This is an optimization exercise on Yosys and OpenROAD, whose aim is small area, a short achievable clock period and few clock cycles, not a production implementation. The RTL was checked by simulation tests, not by an equivalence proof against the original design. No activity file was given, so power comes from the tool's default toggle rates.

==> flow/design.v (excerpt) <==
module rv_core #(
    parameter logic [rv_pkg::addr_w-1:0] reset_pc = '0
) (
    input  logic                      clk,
    input  logic                      rst_n,
    output logic [rv_pkg::addr_w-1:0] icache_addr,
    input  logic [31:0]               icache_rdata,
    input  logic                      icache_stall,
    output logic                      dcache_ren,
    output logic                      dcache_wen,
    output logic [rv_pkg::addr_w-1:0] dcache_addr,
    output logic [31:0]               dcache_wdata,
    input  logic [31:0]               dcache_rdata,
    input  logic                      dcache_stall
);
For scale: roughly 160 I/O pins, roughly 0.060 mm² of cells after synthesis.
export LEC_CHECK = 0
export CAP_MARGIN = 20
export CORE_MARGIN = 2
export CORE_UTILIZATION = 50
export CTS_CLUSTER_DIAMETER = 100
export CTS_CLUSTER_SIZE = 25
export PLACE_DENSITY = 0.65
export SETUP_SLACK_MARGIN = 4.6
export SLEW_MARGIN = 20
create_clock -name core_clock -period 7.5 [get_ports {clk}]
standard.sh (not shown) runs the stock make flow with config.mk's settings and CLKGATE_MAP_FILE= SYNTH_SCRIPT=/design/flow/synth_recipe.tcl, a recipe that flattens the netlist after the stock synthesis.
==> flow/flow/run.sh <==
#!/bin/bash
# standard layout, with the port buffers and timing repair free to pick any
# buffer and drive strength (not only the same cell footprint)
set -euo pipefail
bash standard.sh MATCH_CELL_FOOTPRINT=0 "BUFFER_PORTS_ARGS=-buffer_cell sky130_fd_sc_hd__buf_2" finish > make_finish.log 2>&1
The starting point passed the timing, DRC and antenna checks.
Testbench counts at the start, summed over its fixed seeds: cycles 14,420.
Next try:
Settings changed: CTS_CLUSTER_DIAMETER 100 to 80, CTS_CLUSTER_SIZE 25 to 20, PLACE_DENSITY 0.65 to 0.6.
- synthesized area stays the same
- power is higher by a few percent
- die area is unchanged
- flip-flop and latch count stays the same

---

## v58
Starting RTL as in the previous note.
// rv_core
module rv_core #(
    parameter logic [rv_pkg::addr_w-1:0] reset_pc = '0
) (
    input  logic                      clk,
    input  logic                      rst_n,
    output logic [rv_pkg::addr_w-1:0] icache_addr,
    input  logic [31:0]               icache_rdata,
    input  logic                      icache_stall,
    output logic                      dcache_ren,
    output logic                      dcache_wen,
    output logic [rv_pkg::addr_w-1:0] dcache_addr,
    output logic [31:0]               dcache_wdata,
    input  logic [31:0]               dcache_rdata,
    input  logic                      dcache_stall
);
    logic [29:0] pc;
    logic        d_v;
    logic [31:0] d_ins;
    logic        e_v, e_wr, e_ld, e_st;
    logic [4:0]  e_rd;
    logic [31:0] e_a, e_bx, e_sd;
    logic        e_fsd;
    logic [3:0]  e_sr1;     
    logic [3:0]  e_sl1;     
    logic [7:0]  e_sh4;     
    logic        c_add, c_sub, c_slt, c_t01, c_t10, c_t11, c_sll, c_sr, c_sra;
    logic        m_wr, m_ld, m_st;
    logic [4:0]  m_rd;
  ...
==> flow/config.mk <==
export PLATFORM = sky130hd
export DESIGN_NAME = rv_core
export DESIGN_NICKNAME = rv_core
export VERILOG_FILES = /design/flow/design.v
export SDC_FILE = /design/flow/constraint.sdc
export NUM_CORES = 8
export LEC_CHECK = 0
export CAP_MARGIN = 20
export CORE_MARGIN = 2
export CORE_UTILIZATION = 50
export CTS_CLUSTER_DIAMETER = 100
export CTS_CLUSTER_SIZE = 25
export PLACE_DENSITY = 0.6
export SETUP_SLACK_MARGIN = 4.65
export SLEW_MARGIN = 20
==> flow/constraint.sdc <==
create_clock -name core_clock -period 7.5 [get_ports {clk}]
set_input_delay 1.5000 -clock core_clock [delete_from_list [all_inputs] [get_ports {clk}]]
set_output_delay 1.5000 -clock core_clock [all_outputs]
set_load 0.01 [all_outputs]
Scripts as last shown in full above: flow/flow/run.sh
v58: PASS, flow complete, no timing, DRC or antenna violations
Testbench counts of v58, summed over its fixed seeds: cycles 14,420.
### v58 -> v3
Settings: CTS_CLUSTER_DIAMETER: 100 -> 80; CTS_CLUSTER_SIZE: 25 -> 20; SETUP_SLACK_MARGIN: 4.65 -> 4.7.
==> comparison <==
Between v58 and v3, fraction of power consumed by combinational cells is lower for v3, v58 comes in above that. On wire length per cell, v58 and v3 are basically level. From v3 to v58, final hold violation count did not move at all. v3 vs v58 — wire length of the first global-routing pass climbed slightly. Per the comparison of v3 with v58, vias per cell up 0.056, die area essentially unchanged. Largest net degree at the start of global routing shrinks by more than 10% when moving from v58 to v3. v3 gives more maximum cell stage delay along the critical path than v58 did. The faster design of the two is v3; v58 tops out lower.
[inputs] v56 vs v3
Settings: changing SETUP_SLACK_MARGIN from 4.7 to 4.6; changing CTS_CLUSTER_DIAMETER from 80 to 100; changing CTS_CLUSTER_SIZE from 20 to 25.
Findings:
On post-route antenna net violation count, v56 and v3 are neck and neck. Changes observed in v56 relative to v3: power consumed by combinational cells fell by about 13%; wire length fell by 0.83%; sequential power stayed essentially flat; finished layout cell area fell by 1800 sq um; number of clock-tree buffers in the layout fell by 21%. Compared to v3, v56 has count of cell instances traversed by the critical path 1 lower. Against v3, v56 comes in 3.0 points lower on global-route track usage on met3.

---

== build 4 ==
Starting RTL as in the previous note.
==> flow/config.mk <==
export PLATFORM = sky130hd
export DESIGN_NAME = rv_core
export DESIGN_NICKNAME = rv_core
export VERILOG_FILES = /design/flow/design.v
export SDC_FILE = /design/flow/constraint.sdc
export NUM_CORES = 8
export LEC_CHECK = 0
export CAP_MARGIN = 20
export CORE_MARGIN = 2
export CORE_UTILIZATION = 50
export CTS_CLUSTER_DIAMETER = 100
export CTS_CLUSTER_SIZE = 25
export PLACE_DENSITY = 0.6
export SETUP_SLACK_MARGIN = 4.6
export SLEW_MARGIN = 20
export TNS_END_PERCENT = 0
==> flow/constraint.sdc <==
create_clock -name core_clock -period 7.5 [get_ports {clk}]
set_input_delay 1.5000 -clock core_clock [delete_from_list [all_inputs] [get_ports {clk}]]
set_output_delay 1.5000 -clock core_clock [all_outputs]
set_load 0.01 [all_outputs]
Scripts as last shown in full above: flow/flow/run.sh
Testbench counts of build 4, summed over its fixed seeds: cycles 14,420.
Inputs modified between build 4 and build 50:
--- a/flow/config.mk
+++ b/flow/config.mk
@@ -14 +14 @@
-export SETUP_SLACK_MARGIN = 4.6
+export SETUP_SLACK_MARGIN = 4.5
@@ -16 +15,0 @@
-export TNS_END_PERCENT = 0
==> summary.txt <==
- Build 50 completed; timing, DRC and antenna clean
- Looking at build 50 and build 4, the power is a wash.
- Comparing flop-to-flop setup slack for build 50 and build 4, the smaller number came from build 50.
- | count of non-filler cells in the finished layout | build 50 vs build 4 | 0.41% higher |
- The higher final setup slack of the worst path of build 50 and build 4 is in build 4.
- From build 4 to build 50 the numbers moved as follows: highest fanout seen on the critical path fell by 2, number of resized instances in the post-cts repair step moved up, post-route fraction of the period consumed by the critical path +1.9 points, final area up 1.2%, later-pin clock latency in the skew report saw little to no change.
- On data required time of the critical path, build 50 and build 4 are neck and neck.
Here is what was changed in the inputs of build 37 compared with build 50.
--- a/flow/config.mk
+++ b/flow/config.mk
@@ -14 +14 @@
-export SETUP_SLACK_MARGIN = 4.5
+export SETUP_SLACK_MARGIN = 4.7
==> comparison <==
| part of the total power dissipated in combinational logic | higher: build 37 |. Cells: build 37 has more instances than build 50. Against build 50, build 37 reports a register fraction of the total cell area that is lower. In build 37, the number of setup buffers added after CTS came out 65 above the value in build 50.
The following lists how build 10 was set up differently from build 37:
--- a/flow/config.mk
+++ b/flow/config.mk
@@ -11,2 +11,2 @@
-export CTS_CLUSTER_DIAMETER = 100
-export CTS_CLUSTER_SIZE = 25
+export CTS_CLUSTER_DIAMETER = 80
+export CTS_CLUSTER_SIZE = 20
@@ -14 +14 @@
-export SETUP_SLACK_MARGIN = 4.7
+export SETUP_SLACK_MARGIN = 4.65
Notes after the runs:
Looking at build 37 and build 10, the via count is a wash.
Looking at proportion of final cell area spent on non-clock buffers, build 10 sits below build 37.
The floorplan die width was comparable across build 37 and build 10.
In the flow results for build 37 and build 10, the critical path depth is larger on build 37.
Share of the core filled with cells: build 10 vs build 37 — no meaningful difference
[inputs] build 32 vs build 10
--- a/flow/config.mk
+++ b/flow/config.mk
@@ -11,2 +11,2 @@
-export CTS_CLUSTER_DIAMETER = 80
-export CTS_CLUSTER_SIZE = 20
+export CTS_CLUSTER_DIAMETER = 100
+export CTS_CLUSTER_SIZE = 25
@@ -14 +14 @@
-export SETUP_SLACK_MARGIN = 4.65
+export SETUP_SLACK_MARGIN = 4.7
@@ -15,0 +16 @@
+export TNS_END_PERCENT = 0
### Flow results
The lower via count of the first global-routing pass of build 32 and build 10 is in build 32.
Build 32 vs build 10, worst setup path category: reg2reg vs reg2out
Going from build 10 to build 32, the via count was found to have gone down by 2.0%.
Diff build 10 -> build 32 | number of instances resized during post-cts repair | down by more than a quarter
Looking at cell with the largest stage delay on the worst path, the sky130_fd_sc_hd__edfxtp_1 result is from build 10; the sky130_fd_sc_hd__dfxtp_2 one comes from build 32.
Build 32 vs build 10: first-pass GRT wire length down in build 32
| global-route total usage across every layer | higher: build 10 |
Setup changes, build 32 to build 22
--- a/flow/flow/run.sh
+++ b/flow/flow/run.sh
@@ -5 +5 @@
-bash standard.sh MATCH_CELL_FOOTPRINT=0 "BUFFER_PORTS_ARGS=-buffer_cell sky130_fd_sc_hd__buf_2" finish > make_finish.log 2>&1
+bash standard.sh MATCH_CELL_FOOTPRINT=0 "BUFFER_PORTS_ARGS=-buffer_cell sky130_fd_sc_hd__buf_1" finish > make_finish.log 2>&1
--- a/flow/config.mk
+++ b/flow/config.mk
@@ -14 +14 @@
-export SETUP_SLACK_MARGIN = 4.7
+export SETUP_SLACK_MARGIN = 4.6
@@ -16 +15,0 @@
-export TNS_END_PERCENT = 0
Findings:
The higher fraction of met2 tracks used by global routing of build 32 and build 22 is in build 32.
On placed cell area, build 32 tracks build 22 almost exactly.
Status: first-iteration DRC count parity (build 32, build 22)

## afterwards: timing with drivers on the ports
In the flow no input, the clock included, has a driving cell. The finished layouts below were timed again as built, in two steps. Step 1 assumes that a clkbuf_16 drives the clock port and a buf_2 every other input. Step 2 moves the port delays by t, midway between the first and last clock arrival at a register: inputs arrive t later, outputs are due t later. That takes back most of the time a late clock gives input paths. Slacks: no drivers / after step 1 / after step 2; pairs: no drivers / after step 1.
run	t, ns	setup WS [ns]	clock arrival spread, ns	worst register clock-pin slew, ns	pins driven straight from the clock port
the first run of note 1	0.819	4.451 / 4.451 / 3.863	0.043 / 0.043	0.11 / 0.11	1
the second run of note 1	0.795	4.486 / 4.476 / 3.941	0.041 / 0.041	0.09 / 0.09	1
v58	0.826	4.494 / 4.422 / 3.974	0.034 / 0.034	0.11 / 0.11	1
v3	0.792	4.538 / 4.521 / 3.885	0.034 / 0.035	0.10 / 0.10	1
v56	0.832	4.508 / 4.453 / 3.899	0.032 / 0.032	0.12 / 0.12	1
build 4	0.780	4.401 / 4.401 / 3.923	0.050 / 0.049	0.11 / 0.11	1
build 50	0.778	4.255 / 4.255 / 3.909	0.039 / 0.039	0.11 / 0.11	1
build 37	0.768	4.533 / 4.533 / 3.921	0.042 / 0.042	0.11 / 0.11	1
build 10	0.789	4.528 / 4.445 / 4.028	0.049 / 0.049	0.09 / 0.09	1
build 32	0.774	4.433 / 4.433 / 3.983	0.049 / 0.049	0.11 / 0.11	1
build 22	0.829	4.340 / 4.340 / 3.858	0.042 / 0.042	0.12 / 0.12	1
After both steps setup and hold are still met in every run listed. For v3, which loses most, drivers alone change the setup slack by -0.017 ns; drivers and shift together by -0.653 ns.
